From an optimization exercise on the open Yosys and OpenROAD flow, aimed at small area, a short achievable clock period and few clock cycles per item; shortcuts taken in it are not production practice.
The RTL was checked by simulation tests, not by an equivalence proof against the original design.

==> indigo <==
==> flow/design.v <==
`default_nettype none
package lfupr_pkg;
	localparam int ENTRIES   = 31;
	localparam int RANK_W    = 5;    
	localparam int CNT_W     = 4;    
	localparam int OCC_W     = 5;
	localparam int PAGE_BITS = 48;
	localparam int CAP_W     = 6;    
endpackage
`default_nettype wire
`default_nettype none
module lfupr_cell (
	input  wire                              clk,
	input  wire                              arst_n,
	input  wire  [lfupr_pkg::PAGE_BITS-1:0]  cmp_page,   
	input  wire  [lfupr_pkg::PAGE_BITS-1:0]  wr_page,    
	input  wire  [lfupr_pkg::CNT_W-1:0]      c_min,
	input  wire  [lfupr_pkg::CNT_W-1:0]      c_min1,     
	input  wire                              go,         
	input  wire                              hit,        
	input  wire                              store,      
	input  wire                              ev,         
	input  wire                              sel,        
	input  wire                              slot,       
	input  wire  [lfupr_pkg::CNT_W-1:0]      c_old,      
	input  wire  [lfupr_pkg::RANK_W-1:0]     r_cmp,      
	input  wire                              r_adj,      
	input  wire  [lfupr_pkg::CNT_W-1:0]      c_new,
	input  wire  [lfupr_pkg::RANK_W-1:0]     r_hit,      
	input  wire  [lfupr_pkg::RANK_W-1:0]     r_ins,      
	output logic                             valid,
	output logic                             match,
	output logic                             second,     
	output logic                             next_old,   
	output logic [lfupr_pkg::PAGE_BITS-1:0]  page,
	output logic [lfupr_pkg::CNT_W-1:0]      cnt,
	output logic [lfupr_pkg::RANK_W-1:0]     rank
);
	logic                            valid_q;
	logic [lfupr_pkg::PAGE_BITS-1:0] page_q;
	logic [lfupr_pkg::CNT_W-1:0]     cnt_q;
	logic [lfupr_pkg::RANK_W-1:0]    rank_q;
	logic                            newer, dec_hit, dec_ev, put, rank_en;
	assign valid = valid_q;
	assign page  = page_q;
	assign cnt   = cnt_q;
	assign rank  = rank_q;
	assign match = valid_q && (page_q == cmp_page);
	assign second   = valid_q && (cnt_q == c_min) && (rank_q == lfupr_pkg::RANK_W'(1));
	assign next_old = valid_q && (cnt_q == c_min1) && (rank_q == '0);
	assign newer   = r_adj ? (rank_q >= r_cmp) : (rank_q > r_cmp);
	assign dec_hit = (cnt_q == c_old) && newer;
	assign dec_ev  = ev && (cnt_q == c_min) && (rank_q != '0);
	assign put     = store && slot;
	assign rank_en = go && (sel || put || (hit && dec_hit) || (store && dec_ev));
	always_ff @(posedge clk or negedge arst_n) begin
		if (!arst_n) begin
			valid_q <= 1'b0;
		end else if (go && put) begin
			valid_q <= 1'b1;
		end
	end
	always_ff @(posedge clk) begin
		if (go && (sel || put))
			page_q <= wr_page;
		if (go && (sel || put))
			cnt_q <= sel ? c_new : '0;
		if (rank_en)
			rank_q <= sel ? r_hit : (put ? r_ins : rank_q - 1'b1);
	end
endmodule
`default_nettype wire
`default_nettype none
module lfu_page_replacement_unit (
	input  wire         clk,
	input  wire         arst_n,
	input  wire         s_tvalid,
	output logic        s_tready,
	input  wire  [47:0] s_tdata,    
	input  wire  [0:0]  s_tuser,    
	output logic        m_tvalid,
	input  wire         m_tready,
	output logic [55:0] m_tdata,    
	input  wire         cfg_valid,
	output logic        cfg_ready,
	input  wire  [6:0]  cfg_data    
);
	localparam int E  = lfupr_pkg::ENTRIES;
	localparam int PB = lfupr_pkg::PAGE_BITS;
	localparam int CW = lfupr_pkg::CNT_W;
	localparam int RW = lfupr_pkg::RANK_W;
	localparam int OW = lfupr_pkg::OCC_W;
	localparam int AW = lfupr_pkg::CAP_W;
	localparam int NL = 1 << CW;
	logic [E-1:0]     valid_v, match_v, second_v, next_old_v;
	logic [E-1:0]     vic_q;       
	logic [E-1:0]     vic_d;
	logic             vic_hit;
	logic [RW-1:0]    size_min;
	logic [PB-1:0]    page_a [E];
	logic [CW-1:0]    cnt_a  [E];
	logic [RW-1:0]    rank_a [E];
	logic [RW-1:0]    size_q [NL];
	logic [RW-1:0]    size_up [NL];
	logic [CW-1:0]    c_min_q;
	logic [OW-1:0]    occ_q;
	logic [AW-1:0]    cap_q;
	logic             full_q;      
	logic             cfg_valid_q;
	logic [6:0]       cfg_data_q;
	logic             r0_valid_q, r0_wr_q;
	logic [PB-1:0]    r0_page_q;
	logic             s_tready_q;
	logic             b_valid_q, b_wr_q;
	logic [PB-1:0]    b_page_q;
	logic [E-1:0]     b_match_q;
	logic             x_valid_q, x_wr_q, x_hit_q;
	logic [PB-1:0]    x_page_q;
	logic [E-1:0]     x_match_q;
	logic [CW-1:0]    x_c_old_q;
	logic [RW-1:0]    x_r_sel_q;   
	logic             p_hit_q, p_ev_q;
	logic [CW-1:0]    p_c_old_q, p_c_min_q;
	logic [RW-1:0]    p_r_old_q;
	logic             o_valid_q, q_valid_q;
	logic [49:0]      o_data_q, q_data_q, res;
	logic             go, mv_bx, mv_ab, take;
	logic             r0_valid_d, b_valid_d, x_valid_d, o_valid_d, q_valid_d;
	logic             ev, ev_new, store;
	logic             r_adj;
	logic [CW-1:0]    c_new, c_add, c_raw;
	logic [RW-1:0]    r_old, r_hit, r_ins, r_add, r_raw;
	logic [E-1:0]     free_first, slot_v, upd_v, match_a, match_b;
	logic [PB-1:0]    vic_page;
	logic             same_a, same_b, fwd_b, kill_b, hit_b;
	logic [AW-1:0]    cap_d;
	logic [OW-1:0]    occ_d;
	assign cfg_ready = 1'b1;
	assign s_tready  = s_tready_q;
	assign m_tvalid  = o_valid_q;
	assign m_tdata   = {6'd0, o_data_q};
	assign go    = x_valid_q && !q_valid_q;
	assign mv_bx = b_valid_q && (!x_valid_q || go);
	assign mv_ab = r0_valid_q && (!b_valid_q || mv_bx);
	assign take  = s_tvalid && s_tready_q;
	assign ev     = !x_wr_q && !x_hit_q && full_q && (occ_q != '0);
	assign ev_new = !x_wr_q && !x_hit_q && full_q && (occ_q == '0);
	assign store  = !x_wr_q && !x_hit_q && !(full_q && occ_q == '0);
	assign r_adj = (p_hit_q && x_c_old_q == p_c_old_q && x_r_sel_q > p_r_old_q)
	            || (p_ev_q && x_c_old_q == p_c_min_q && x_r_sel_q != '0);
	assign r_old = x_r_sel_q - RW'(r_adj);
	assign c_new = (x_c_old_q == CW'(NL - 1)) ? x_c_old_q : x_c_old_q + 1'b1;
	always_comb begin
		for (int c = 0; c < NL - 1; c++) size_up[c] = size_q[c+1];
		size_up[NL-1] = size_q[NL-1] - 1'b1;
	end
	assign r_hit = size_up[x_c_old_q];
	assign r_ins = size_q[0] - RW'(ev && c_min_q == '0);
	assign c_add = x_hit_q ? c_new : '0;
	assign r_add = x_hit_q ? r_hit : r_ins;
	for (genvar g = 0; g < E; g++) begin : g_free
		if (g == 0) begin : g_0
			assign free_first[g] = !valid_v[g];
		end else begin : g_n
			assign free_first[g] = !valid_v[g] && valid_v[g-1];
		end
	end
	assign slot_v = full_q ? vic_q : free_first;
	always_comb begin
		vic_page = '0;
		for (int j = 0; j < E; j++)
			vic_page |= vic_q[j] ? page_a[j] : '0;
	end
	always_comb begin
		res = '0;
		if (x_wr_q) begin
			res = '0;
		end else if (x_hit_q) begin
			res[0] = 1'b1;
		end else if (full_q) begin
			res[1]    = 1'b1;
			res[49:2] = ev_new ? x_page_q : vic_page;
		end
	end
	for (genvar g = 0; g < E; g++) begin : g_cell
		lfupr_cell u_cell (
			.clk     (clk),
			.arst_n  (arst_n),
			.cmp_page(r0_page_q),
			.wr_page (x_page_q),
			.c_min   (c_min_q),
			.c_min1  (c_min_q + 1'b1),
			.go      (go),
			.hit     (x_hit_q),
			.store   (store),
			.ev      (ev),
			.sel     (x_match_q[g]),
			.slot    (slot_v[g]),
			.c_old   (x_c_old_q),
			.r_cmp   (x_r_sel_q),
			.r_adj   (r_adj),
			.c_new   (c_new),
			.r_hit   (r_hit),
			.r_ins   (r_ins),
			.valid   (valid_v[g]),
			.match   (match_v[g]),
			.second  (second_v[g]),
			.next_old(next_old_v[g]),
			.page    (page_a[g]),
			.cnt     (cnt_a[g]),
			.rank    (rank_a[g])
		);
	end
	assign size_min = size_q[c_min_q];
	assign vic_hit  = |(x_match_q & vic_q);
	always_comb begin
		vic_d = vic_q;
		if (go) begin
			if (vic_hit) begin
				if (size_min != RW'(1))
					vic_d = second_v;
				else if (c_min_q == CW'(NL - 1))
					vic_d = vic_q;
				else if (size_up[c_min_q] == '0)
					vic_d = x_match_q;
				else
					vic_d = next_old_v;
			end else if (store && !full_q) begin
				if (occ_q == '0 || c_min_q != '0)
					vic_d = free_first;
			end else if (ev) begin
				if (c_min_q == '0 && size_min != RW'(1))
					vic_d = second_v;
			end
		end
	end
	assign upd_v = (go && store) ? slot_v : '0;
	assign same_a  = (r0_page_q == x_page_q);
	assign match_a = r0_wr_q ? '0 : (match_v & ~upd_v) | (same_a ? upd_v : '0);
	assign same_b  = (b_page_q == x_page_q);
	assign match_b = b_wr_q ? '0 : (b_match_q & ~upd_v) | (same_b ? upd_v : '0);
	assign kill_b  = go && ev && |(b_match_q & vic_q);
	assign fwd_b   = !b_wr_q && same_b && go && (x_hit_q || store);
	assign hit_b   = fwd_b || ((|b_match_q) && !kill_b);
	always_comb begin
		c_raw = '0;
		r_raw = '0;
		for (int j = 0; j < E; j++) begin
			c_raw |= b_match_q[j] ? cnt_a[j]  : '0;
			r_raw |= b_match_q[j] ? rank_a[j] : '0;
		end
	end
	assign r0_valid_d = take || (r0_valid_q && !mv_ab);
	assign b_valid_d  = mv_ab || (b_valid_q && !mv_bx);
	assign x_valid_d  = mv_bx || (x_valid_q && !go);
	always_comb begin
		o_valid_d = o_valid_q;
		q_valid_d = q_valid_q;
		if (!o_valid_q || m_tready) begin
			o_valid_d = q_valid_q || go;
			q_valid_d = 1'b0;
		end else if (go) begin
			q_valid_d = 1'b1;
		end
	end
	assign cap_d = !cfg_valid_q ? cap_q : (cfg_data_q > 7'd32) ? AW'(32) : AW'(cfg_data_q);
	assign occ_d = (go && store && !full_q) ? occ_q + 1'b1 : occ_q;
	always_ff @(posedge clk or negedge arst_n) begin
		if (!arst_n) begin
			r0_valid_q <= 1'b0;
			s_tready_q <= 1'b1;
			b_valid_q  <= 1'b0;
			x_valid_q  <= 1'b0;
			o_valid_q  <= 1'b0;
			q_valid_q  <= 1'b0;
			occ_q      <= '0;
			c_min_q    <= '0;
			cap_q      <= AW'(32);
			full_q     <= 1'b0;
			cfg_valid_q <= 1'b0;
			for (int c = 0; c < NL; c++) size_q[c] <= '0;
			vic_q      <= '0;
		end else begin
			vic_q      <= vic_d;
			r0_valid_q <= r0_valid_d;
			b_valid_q  <= b_valid_d;
			x_valid_q  <= x_valid_d;
			o_valid_q  <= o_valid_d;
			q_valid_q  <= q_valid_d;
			s_tready_q <= !(r0_valid_d && b_valid_d && x_valid_d && q_valid_d);
			cfg_valid_q <= cfg_valid;
			cap_q      <= cap_d;
			occ_q      <= occ_d;
			full_q     <= ({1'b0, occ_d} + 1'b1) >= cap_d;
			if (go) begin
				if (store)
					c_min_q <= '0;
				else if (x_hit_q && x_c_old_q == c_min_q && x_c_old_q != CW'(NL - 1)
				         && size_q[c_min_q] == RW'(1))
					c_min_q <= c_min_q + 1'b1;
				for (int c = 0; c < NL; c++) begin
					if (x_hit_q) begin
						if (CW'(c) == x_c_old_q && x_c_old_q != c_new)
							size_q[c] <= size_q[c] - 1'b1;
						else if (CW'(c) == c_new && x_c_old_q != c_new)
							size_q[c] <= size_q[c] + 1'b1;
					end else if (store) begin
						if (c == 0 && !(ev && c_min_q == '0))
							size_q[c] <= size_q[c] + 1'b1;
						else if (CW'(c) == c_min_q && ev && c_min_q != '0)
							size_q[c] <= size_q[c] - 1'b1;
					end
				end
			end
		end
	end
	always_ff @(posedge clk) begin
		if (cfg_valid)
			cfg_data_q <= cfg_data;
		if (take) begin
			r0_wr_q   <= s_tuser[0];
			r0_page_q <= s_tdata;
		end
		if (mv_ab) begin
			b_wr_q    <= r0_wr_q;
			b_page_q  <= r0_page_q;
			b_match_q <= match_a;
		end
		if (mv_bx) begin
			x_wr_q    <= b_wr_q;
			x_page_q  <= b_page_q;
			x_match_q <= match_b;
			x_hit_q   <= !b_wr_q && hit_b;
			x_c_old_q <= fwd_b ? c_add : c_raw;
			x_r_sel_q <= fwd_b ? r_add : r_raw;
			p_hit_q   <= go && !fwd_b && x_hit_q;
			p_ev_q    <= go && !fwd_b && ev;
			p_c_old_q <= x_c_old_q;
			p_r_old_q <= r_old;
			p_c_min_q <= c_min_q;
		end
		if (!o_valid_q || m_tready)
			o_data_q <= q_valid_q ? q_data_q : res;
		if (go)
			q_data_q <= res;
	end
endmodule
`default_nettype wire
==> flow/run.sh <==
#!/bin/bash
# synth_recipe.tcl (not shown) runs the flow's synth.tcl, then flattens the netlist and writes it again
# the make line also repeats each setting of config.mk as NAME=value (left out here)
make -C /OpenROAD-flow-scripts/flow DESIGN_CONFIG=/design/flow/config.mk WORK_HOME=/design/flow/orfs CLKGATE_MAP_FILE= SYNTH_SCRIPT=/design/flow/synth_recipe.tcl finish
==> flow/config.mk <==
export PLATFORM = sky130hd
export DESIGN_NAME = lfu_page_replacement_unit
export DESIGN_NICKNAME = lfu_page_replacement_unit
export VERILOG_FILES = /design/flow/design.v
export SDC_FILE = /design/flow/constraint.sdc
export NUM_CORES = 4
export LEC_CHECK = 0
export ABC_CLOCK_PERIOD_IN_PS = 2000
export CAP_MARGIN = 40
export CORE_MARGIN = 2
export CORE_UTILIZATION = 45
export PLACE_DENSITY = 0.55
export SETUP_SLACK_MARGIN = 4.2
export SLEW_MARGIN = 40
export TNS_END_PERCENT = 10
==> flow/constraint.sdc <==
create_clock -name core_clock -period 7.0 [get_ports {clk}]
set_input_delay 1.4000 -clock core_clock [delete_from_list [all_inputs] [get_ports {clk}]]
set_output_delay 1.4000 -clock core_clock [all_outputs]
set_load 0.01 [all_outputs]
==> inputs of raven, as changes to indigo <==
--- a/flow/design.v
+++ b/flow/design.v
@@ -15,7 +15,6 @@
 	input  wire  [lfupr_pkg::PAGE_BITS-1:0]  cmp_page,   
 	input  wire  [lfupr_pkg::PAGE_BITS-1:0]  wr_page,    
 	input  wire  [lfupr_pkg::CNT_W-1:0]      c_min,
-	input  wire  [lfupr_pkg::CNT_W-1:0]      c_min1,     
 	input  wire                              go,         
 	input  wire                              hit,        
 	input  wire                              store,      
@@ -30,8 +29,7 @@
 	input  wire  [lfupr_pkg::RANK_W-1:0]     r_ins,      
 	output logic                             valid,
 	output logic                             match,
-	output logic                             second,     
-	output logic                             next_old,   
+	output logic                             vic,
 	output logic [lfupr_pkg::PAGE_BITS-1:0]  page,
 	output logic [lfupr_pkg::CNT_W-1:0]      cnt,
 	output logic [lfupr_pkg::RANK_W-1:0]     rank
@@ -46,8 +44,7 @@
 	assign cnt   = cnt_q;
 	assign rank  = rank_q;
 	assign match = valid_q && (page_q == cmp_page);
-	assign second   = valid_q && (cnt_q == c_min) && (rank_q == lfupr_pkg::RANK_W'(1));
-	assign next_old = valid_q && (cnt_q == c_min1) && (rank_q == '0);
+	assign vic   = valid_q && (cnt_q == c_min) && (rank_q == '0);
 	assign newer   = r_adj ? (rank_q >= r_cmp) : (rank_q > r_cmp);
 	assign dec_hit = (cnt_q == c_old) && newer;
 	assign dec_ev  = ev && (cnt_q == c_min) && (rank_q != '0);
@@ -92,11 +89,7 @@
 	localparam int OW = lfupr_pkg::OCC_W;
 	localparam int AW = lfupr_pkg::CAP_W;
 	localparam int NL = 1 << CW;
-	logic [E-1:0]     valid_v, match_v, second_v, next_old_v;
-	logic [E-1:0]     vic_q;       
-	logic [E-1:0]     vic_d;
-	logic             vic_hit;
-	logic [RW-1:0]    size_min;
+	logic [E-1:0]     valid_v, match_v, vic_v;
 	logic [PB-1:0]    page_a [E];
 	logic [CW-1:0]    cnt_a  [E];
 	logic [RW-1:0]    rank_a [E];
@@ -106,8 +99,6 @@
 	logic [OW-1:0]    occ_q;
 	logic [AW-1:0]    cap_q;
 	logic             full_q;      
-	logic             cfg_valid_q;
-	logic [6:0]       cfg_data_q;
 	logic             r0_valid_q, r0_wr_q;
 	logic [PB-1:0]    r0_page_q;
 	logic             s_tready_q;
@@ -165,11 +156,11 @@
 			assign free_first[g] = !valid_v[g] && valid_v[g-1];
 		end
 	end
-	assign slot_v = full_q ? vic_q : free_first;
+	assign slot_v = full_q ? vic_v : free_first;
 	always_comb begin
 		vic_page = '0;
 		for (int j = 0; j < E; j++)
-			vic_page |= vic_q[j] ? page_a[j] : '0;
+			vic_page |= vic_v[j] ? page_a[j] : '0;
 	end
 	always_comb begin
 		res = '0;
@@ -189,7 +180,6 @@
 			.cmp_page(r0_page_q),
 			.wr_page (x_page_q),
 			.c_min   (c_min_q),
-			.c_min1  (c_min_q + 1'b1),
 			.go      (go),
 			.hit     (x_hit_q),
 			.store   (store),
@@ -204,42 +194,18 @@
 			.r_ins   (r_ins),
 			.valid   (valid_v[g]),
 			.match   (match_v[g]),
-			.second  (second_v[g]),
-			.next_old(next_old_v[g]),
+			.vic     (vic_v[g]),
 			.page    (page_a[g]),
 			.cnt     (cnt_a[g]),
 			.rank    (rank_a[g])
 		);
 	end
-	assign size_min = size_q[c_min_q];
-	assign vic_hit  = |(x_match_q & vic_q);
-	always_comb begin
-		vic_d = vic_q;
-		if (go) begin
-			if (vic_hit) begin
-				if (size_min != RW'(1))
-					vic_d = second_v;
-				else if (c_min_q == CW'(NL - 1))
-					vic_d = vic_q;
-				else if (size_up[c_min_q] == '0)
-					vic_d = x_match_q;
-				else
-					vic_d = next_old_v;
-			end else if (store && !full_q) begin
-				if (occ_q == '0 || c_min_q != '0)
-					vic_d = free_first;
-			end else if (ev) begin
-				if (c_min_q == '0 && size_min != RW'(1))
-					vic_d = second_v;
-			end
-		end
-	end
 	assign upd_v = (go && store) ? slot_v : '0;
 	assign same_a  = (r0_page_q == x_page_q);
 	assign match_a = r0_wr_q ? '0 : (match_v & ~upd_v) | (same_a ? upd_v : '0);
 	assign same_b  = (b_page_q == x_page_q);
 	assign match_b = b_wr_q ? '0 : (b_match_q & ~upd_v) | (same_b ? upd_v : '0);
-	assign kill_b  = go && ev && |(b_match_q & vic_q);
+	assign kill_b  = go && ev && |(b_match_q & vic_v);
 	assign fwd_b   = !b_wr_q && same_b && go && (x_hit_q || store);
 	assign hit_b   = fwd_b || ((|b_match_q) && !kill_b);
 	always_comb begin
@@ -263,7 +229,7 @@
 			q_valid_d = 1'b1;
 		end
 	end
-	assign cap_d = !cfg_valid_q ? cap_q : (cfg_data_q > 7'd32) ? AW'(32) : AW'(cfg_data_q);
+	assign cap_d = !cfg_valid ? cap_q : (cfg_data > 7'd32) ? AW'(32) : AW'(cfg_data);
 	assign occ_d = (go && store && !full_q) ? occ_q + 1'b1 : occ_q;
 	always_ff @(posedge clk or negedge arst_n) begin
 		if (!arst_n) begin
@@ -277,18 +243,14 @@
 			c_min_q    <= '0;
 			cap_q      <= AW'(32);
 			full_q     <= 1'b0;
-			cfg_valid_q <= 1'b0;
 			for (int c = 0; c < NL; c++) size_q[c] <= '0;
-			vic_q      <= '0;
 		end else begin
-			vic_q      <= vic_d;
 			r0_valid_q <= r0_valid_d;
 			b_valid_q  <= b_valid_d;
 			x_valid_q  <= x_valid_d;
 			o_valid_q  <= o_valid_d;
 			q_valid_q  <= q_valid_d;
 			s_tready_q <= !(r0_valid_d && b_valid_d && x_valid_d && q_valid_d);
-			cfg_valid_q <= cfg_valid;
 			cap_q      <= cap_d;
 			occ_q      <= occ_d;
 			full_q     <= ({1'b0, occ_d} + 1'b1) >= cap_d;
@@ -315,8 +277,6 @@
 		end
 	end
 	always_ff @(posedge clk) begin
-		if (cfg_valid)
-			cfg_data_q <= cfg_data;
 		if (take) begin
 			r0_wr_q   <= s_tuser[0];
 			r0_page_q <= s_tdata;
--- a/flow/config.mk
+++ b/flow/config.mk
@@ -8,8 +8,8 @@
 export ABC_CLOCK_PERIOD_IN_PS = 2000
 export CAP_MARGIN = 40
 export CORE_MARGIN = 2
-export CORE_UTILIZATION = 45
-export PLACE_DENSITY = 0.55
-export SETUP_SLACK_MARGIN = 4.2
+export CORE_UTILIZATION = 55
+export PLACE_DENSITY = 0.65
+export SETUP_SLACK_MARGIN = 3.6
 export SLEW_MARGIN = 40
-export TNS_END_PERCENT = 10
+export TNS_END_PERCENT = 5
==> inputs of xenon, as changes to indigo <==
--- a/flow/design.v
+++ b/flow/design.v
@@ -132,6 +132,7 @@
 	logic [RW-1:0]    r_old, r_hit, r_ins, r_add, r_raw;
 	logic [E-1:0]     free_first, slot_v, upd_v, match_a, match_b;
 	logic [PB-1:0]    vic_page;
+	logic [E-1:0]     vic_sel;
 	logic             same_a, same_b, fwd_b, kill_b, hit_b;
 	logic [AW-1:0]    cap_d;
 	logic [OW-1:0]    occ_d;
@@ -166,22 +167,13 @@
 		end
 	end
 	assign slot_v = full_q ? vic_q : free_first;
+	assign vic_sel = ev ? vic_q : '0;
 	always_comb begin
-		vic_page = '0;
+		vic_page = ev_new ? x_page_q : '0;
 		for (int j = 0; j < E; j++)
-			vic_page |= vic_q[j] ? page_a[j] : '0;
-	end
-	always_comb begin
-		res = '0;
-		if (x_wr_q) begin
-			res = '0;
-		end else if (x_hit_q) begin
-			res[0] = 1'b1;
-		end else if (full_q) begin
-			res[1]    = 1'b1;
-			res[49:2] = ev_new ? x_page_q : vic_page;
-		end
+			vic_page |= vic_sel[j] ? page_a[j] : '0;
 	end
+	assign res = {vic_page, ev || ev_new, x_hit_q};
 	for (genvar g = 0; g < E; g++) begin : g_cell
 		lfupr_cell u_cell (
 			.clk     (clk),
@@ -317,7 +309,7 @@
 	always_ff @(posedge clk) begin
 		if (cfg_valid)
 			cfg_data_q <= cfg_data;
-		if (take) begin
+		if (s_tready_q) begin
 			r0_wr_q   <= s_tuser[0];
 			r0_page_q <= s_tdata;
 		end
==> flow/flow/run.sh (new file) <==
#!/bin/bash
# The standard layout (standard.sh, the standard flow's own ORFS run, standard synthesis unchanged) with two
# placement/sizing knobs changed:
#  - the port buffers that ORFS inserts on every input and output are buf_4 cells instead of the
#    slow delay-buffer cell buffer_ports picks on its own;
#  - timing repair may resize a cell to any footprint (MATCH_CELL_FOOTPRINT=0).
# The whole make output goes to standard.log; ORFS keeps each step's log under orfs/logs.
set -euo pipefail
bash standard.sh "MATCH_CELL_FOOTPRINT=0" "BUFFER_PORTS_ARGS=-buffer_cell sky130_fd_sc_hd__buf_4" finish > standard.log 2>&1
test -f out/final.def
==> flow/standard.sh (new file) <==
#!/bin/bash
# synth_recipe.tcl (not shown) runs the flow's synth.tcl, then flattens the netlist and writes it again
# the make line also repeats each setting of config.mk as NAME=value (left out here)
make -C /OpenROAD-flow-scripts/flow DESIGN_CONFIG=/design/flow/config.mk WORK_HOME=/design/flow/orfs CLKGATE_MAP_FILE= SYNTH_SCRIPT=/design/flow/synth_recipe.tcl "${@:-finish}"
==> flow/config.mk (replaced) <==
export PLATFORM = sky130hd
export DESIGN_NAME = lfu_page_replacement_unit
export DESIGN_NICKNAME = lfu_page_replacement_unit
export VERILOG_FILES = /design/flow/design.v
export SDC_FILE = /design/flow/constraint.sdc
export NUM_CORES = 4
export LEC_CHECK = 0
export ABC_AREA = 1
export CAP_MARGIN = 40
export CORE_MARGIN = 2
export CORE_UTILIZATION = 42
export PLACE_DENSITY = 0.52
export SETUP_SLACK_MARGIN = 4.0
export SLEW_MARGIN = 40
export TNS_END_PERCENT = 10
removed: flow/run.sh
==> run summary <==
- indigo aborted during global routing (5_1_grt). xenon aborted during global routing (5_1_grt) on GRT-0116. raven stopped in global routing (5_1_grt).
- The lowest synthesized area belongs to raven, the highest to xenon.
- In raven the synthesized cell count is smaller than in indigo, by 5.8%.
Testbench counts of indigo, summed over its fixed seeds: cycles 16,064, items 16,000.
Testbench counts of raven, summed over its fixed seeds: cycles 16,064, items 16,000.
Testbench counts of xenon, summed over its fixed seeds: cycles 16,064, items 16,000.
